This is an optimization exercise on Yosys and OpenROAD, whose aim is small area and a short achievable clock period, not a production implementation.
Function was checked by simulation only, so behaviour that the tests miss may differ from the original.
Power is estimated from default activity; no workload was simulated.

Setup of run A:
// cam_search_top
module cam_search_top #(
  parameter int CAM_SIZE = 64
) (
  input  logic         aclk,
  input  logic         areset,
  input  logic [31:0]  update_num,
  input  logic [2:0]   state,
  input  logic         s_tvalid,
  input  logic [511:0] s_tdata,
  output logic         m_tvalid,
  output logic [511:0] m_tdata,
  output logic         update_all_end
);
  logic [3:0]  bank_we;
  logic        srch_beat;
  logic        done_pulse;
  logic        echo_pulse;
  logic [63:0] hit;
  logic [6:0]  idx;
  logic        idx_vld;
  cam_control u_ctl (
    .aclk       (aclk),
    .areset     (areset),
    .state      (state),
    .update_num (update_num),
    .s_tvalid   (s_tvalid),
    .s_lo       (s_tdata[31:0]),
    .bank_we    (bank_we),
    .srch_beat  (srch_beat),
    .done_pulse (done_pulse),
    .echo_pulse (echo_pulse)
  );
  cam_entry_array u_arr (
    .aclk    (aclk),
    .bank_we (bank_we),
    .wr_data (s_tdata),
    .key     (s_tdata[31:0]),
    .hit     (hit)
  );
  cam_match_encoder u_enc (
    .aclk      (aclk),
    .areset    (areset),
    .srch_beat (srch_beat),
    .hit       (hit),
  ...
Size in the first run: ~6,400 cells after synthesis, ~2,600 flip-flops.
clock: 3.6 ns
lec_check: 0
cap_margin: 20
core_margin: 2
core_utilization: 70
setup_slack_margin: 1.5
slew_margin: 20
standard.sh (not shown) runs the stock make flow with config.mk's settings and CLKGATE_MAP_FILE= SYNTH_SCRIPT=/design/flow/synth_recipe.tcl, a recipe that flattens the netlist after the stock synthesis.
==> flow/flow/run.sh <==
#!/bin/bash
# The standard layout with three changes: inputs buffered with buf_1 and
# outputs with buf_2 (instead of the default delay cell), and larger clock
# sink clusters without dummy loads in the clock tree.
set -euo pipefail
W=$(pwd)
export PRE_GLOBAL_PLACE_TCL=$W/flow/pre_gp.tcl
export BUFFER_PORTS_ARGS="-outputs -buffer_cell sky130_fd_sc_hd__buf_2"
export CTS_ARGS="-sink_clustering_enable -repair_clock_nets -sink_clustering_size 25 -sink_clustering_max_diameter 100 -dont_use_dummy_load"
bash standard.sh > $W/standard.log 2>&1
==> flow/flow/pre_gp.tcl <==
# Runs before global placement's own port buffering: buffer the inputs with
# buf_1 here, after the usual removal of synthesis buffers, and make the
# script's later remove_buffers a no-op so these buffers stay. The script's
# own buffer_ports then buffers the outputs only (BUFFER_PORTS_ARGS).
if { $::env(GPL_TIMING_DRIVEN) } {
  remove_buffers
}
buffer_ports -inputs -buffer_cell sky130_fd_sc_hd__buf_1
rename remove_buffers my_flow_remove_buffers
proc remove_buffers {args} {}
Input changes introduced in run B (baseline for comparison: run A):
==> flow/run.sh (new file) <==
#!/bin/bash
# synth_recipe.tcl (not shown) runs the flow's synth.tcl, then flattens the netlist and writes it again
# the make line also repeats each setting of config.mk as NAME=value (left out here)
make -C /OpenROAD-flow-scripts/flow DESIGN_CONFIG=/design/flow/config.mk WORK_HOME=/design/flow/orfs CLKGATE_MAP_FILE= SYNTH_SCRIPT=/design/flow/synth_recipe.tcl finish
diff --git a/flow/config.mk b/flow/config.mk
--- a/flow/config.mk
+++ b/flow/config.mk
@@ -9,4 +9,4 @@
 export CORE_MARGIN = 2
-export CORE_UTILIZATION = 70
-export SETUP_SLACK_MARGIN = 1.5
+export CORE_UTILIZATION = 60
+export SETUP_SLACK_MARGIN = 0.7
 export SLEW_MARGIN = 20
removed: flow/flow/run.sh
removed: flow/flow/pre_gp.tcl
removed: flow/standard.sh
The smallest setup slack after layout reported for run B is smaller than that of run A by 0.63 ns. Summary: with run A as the reference, number of clock buffer instances in the layout in run B moved up by more than 100%. Comparing run A and run B, final period utilization is lower on run A. Every run (run A and run B) finished clean. Compared to run A, run B has hold path depth 1 lower. Changes observed in run B relative to run A: wire length of the first global-routing pass grew by 22,000 um, number of multi-input combinational cells stayed essentially flat, transition time of the tightest slew-check pin now sits higher.
diff inputs: run B => run C
==> flow/flow/run.sh (new file) <==
#!/bin/bash
# The standard layout with three changes: inputs buffered with buf_1 and
# outputs with buf_4 (instead of the default delay cell), and larger clock
# sink clusters without dummy loads in the clock tree.
set -euo pipefail
W=$(pwd)
export PRE_GLOBAL_PLACE_TCL=$W/flow/pre_gp.tcl
export BUFFER_PORTS_ARGS="-outputs -buffer_cell sky130_fd_sc_hd__buf_4"
export CTS_ARGS="-sink_clustering_enable -repair_clock_nets -sink_clustering_size 25 -sink_clustering_max_diameter 100 -dont_use_dummy_load"
bash standard.sh > $W/standard.log 2>&1
==> flow/flow/pre_gp.tcl (new file) <==
# Runs before global placement's own port buffering: buffer the inputs with
# buf_1 here, after the usual removal of synthesis buffers, and make the
# script's later remove_buffers a no-op so these buffers stay. The script's
# own buffer_ports then buffers the outputs only (BUFFER_PORTS_ARGS).
if { $::env(GPL_TIMING_DRIVEN) } {
  remove_buffers
}
buffer_ports -inputs -buffer_cell sky130_fd_sc_hd__buf_1
rename remove_buffers my_flow_remove_buffers
proc remove_buffers {args} {}
==> flow/standard.sh (new file) <==
#!/bin/bash
# synth_recipe.tcl (not shown) runs the flow's synth.tcl, then flattens the netlist and writes it again
# the make line also repeats each setting of config.mk as NAME=value (left out here)
make -C /OpenROAD-flow-scripts/flow DESIGN_CONFIG=/design/flow/config.mk WORK_HOME=/design/flow/orfs CLKGATE_MAP_FILE= SYNTH_SCRIPT=/design/flow/synth_recipe.tcl "${@:-finish}"
diff --git a/flow/config.mk b/flow/config.mk
--- a/flow/config.mk
+++ b/flow/config.mk
@@ -9,4 +9,4 @@
 export CORE_MARGIN = 2
-export CORE_UTILIZATION = 60
-export SETUP_SLACK_MARGIN = 0.7
+export CORE_UTILIZATION = 70
+export SETUP_SLACK_MARGIN = 1.7
 export SLEW_MARGIN = 20
removed: flow/run.sh
Results
- What run C reported for number of vias per cell has to be multiplied by 0.943 to get the figure for run B.
- The overall power in run C is 0.80 times that in run B.
- Side by side, horizontal die dimension turned out lower in run C than in run B.
- Taking run B over run C, the non-filler instance count after layout ratio works out to 1.07.
- On post-route worst hold slack, run C does worse than run B.
- Run C vs. run B: worst path setup slack after routing rose by 0.72 ns, routed wirelength normalized by instance count rose by 0.34 um, share of power burned in combinational logic grew by 1.1 points.
Setup changes, run C to run D
diff --git a/flow/config.mk b/flow/config.mk
--- a/flow/config.mk
+++ b/flow/config.mk
@@ -10,3 +10,3 @@
 export CORE_UTILIZATION = 70
-export SETUP_SLACK_MARGIN = 1.7
+export SETUP_SLACK_MARGIN = 2.0
 export SLEW_MARGIN = 20
### Flow results
Delta (run D minus run C): detailed-router iteration count before antenna repair essentially unchanged, layout-stage area growth over the synthesis result now sits higher, simple logic cell fraction of the synthesized area shows no meaningful change. Routed length on met2 (higher): run D. Going from run C to run D, count of cells along the worst register-to-register path grows by 3. Re global-route usage: run C was lower than run D.
Relative to run D, the following input files were edited for run E:
diff --git a/flow/config.mk b/flow/config.mk
--- a/flow/config.mk
+++ b/flow/config.mk
@@ -7,6 +7,7 @@
 export LEC_CHECK = 0
+export ABC_CLOCK_PERIOD_IN_PS = 1800
 export CAP_MARGIN = 20
 export CORE_MARGIN = 2
-export CORE_UTILIZATION = 70
-export SETUP_SLACK_MARGIN = 2.0
+export CORE_UTILIZATION = 60
+export SETUP_SLACK_MARGIN = 1.5
 export SLEW_MARGIN = 20
Sort run E and run D by first-iteration DRC count desc -> top: run D
Compared with run D, run E is the less power-hungry design.
Compared with run D, run E shows a total non-filler cell area in the finished layout that is 11% lower.

-- static timing again, ports no longer ideal --
The flow's constraints put no driver on any port. The routed layouts listed below were extracted and timed again, unchanged, in two steps.
Step 1 assumes that a clkbuf_16 drives the clock port and a buf_2 every other input.
Step 2, shift: input delay + t, output delay - t, t = (earliest + latest rising clock arrival at the registers) / 2. This alone moves slack from input paths to output paths.
Three values: ideal ports, drivers, drivers and shift; two values: the first two.
run | t, ns | slack for setup (ns) | clock arrival spread, ns
run A | 0.837 | 1.473 / 1.416 / 0.686 | 0.044 / 0.044
run B | 1.002 | 0.843 / 0.750 / 0.468 | 0.029 / 0.029
run C | 0.843 | 1.565 / 1.475 / 0.857 | 0.048 / 0.049
run D | 0.867 | 1.533 / 1.440 / 0.862 | 0.067 / 0.067
run E | 0.858 | 1.459 / 1.460 / 0.670 | 0.030 / 0.030
After both steps setup and hold are still met in every run listed. The setup slack of run E, which loses most, moves by +0.001 ns with the drivers and by -0.789 ns with both steps.
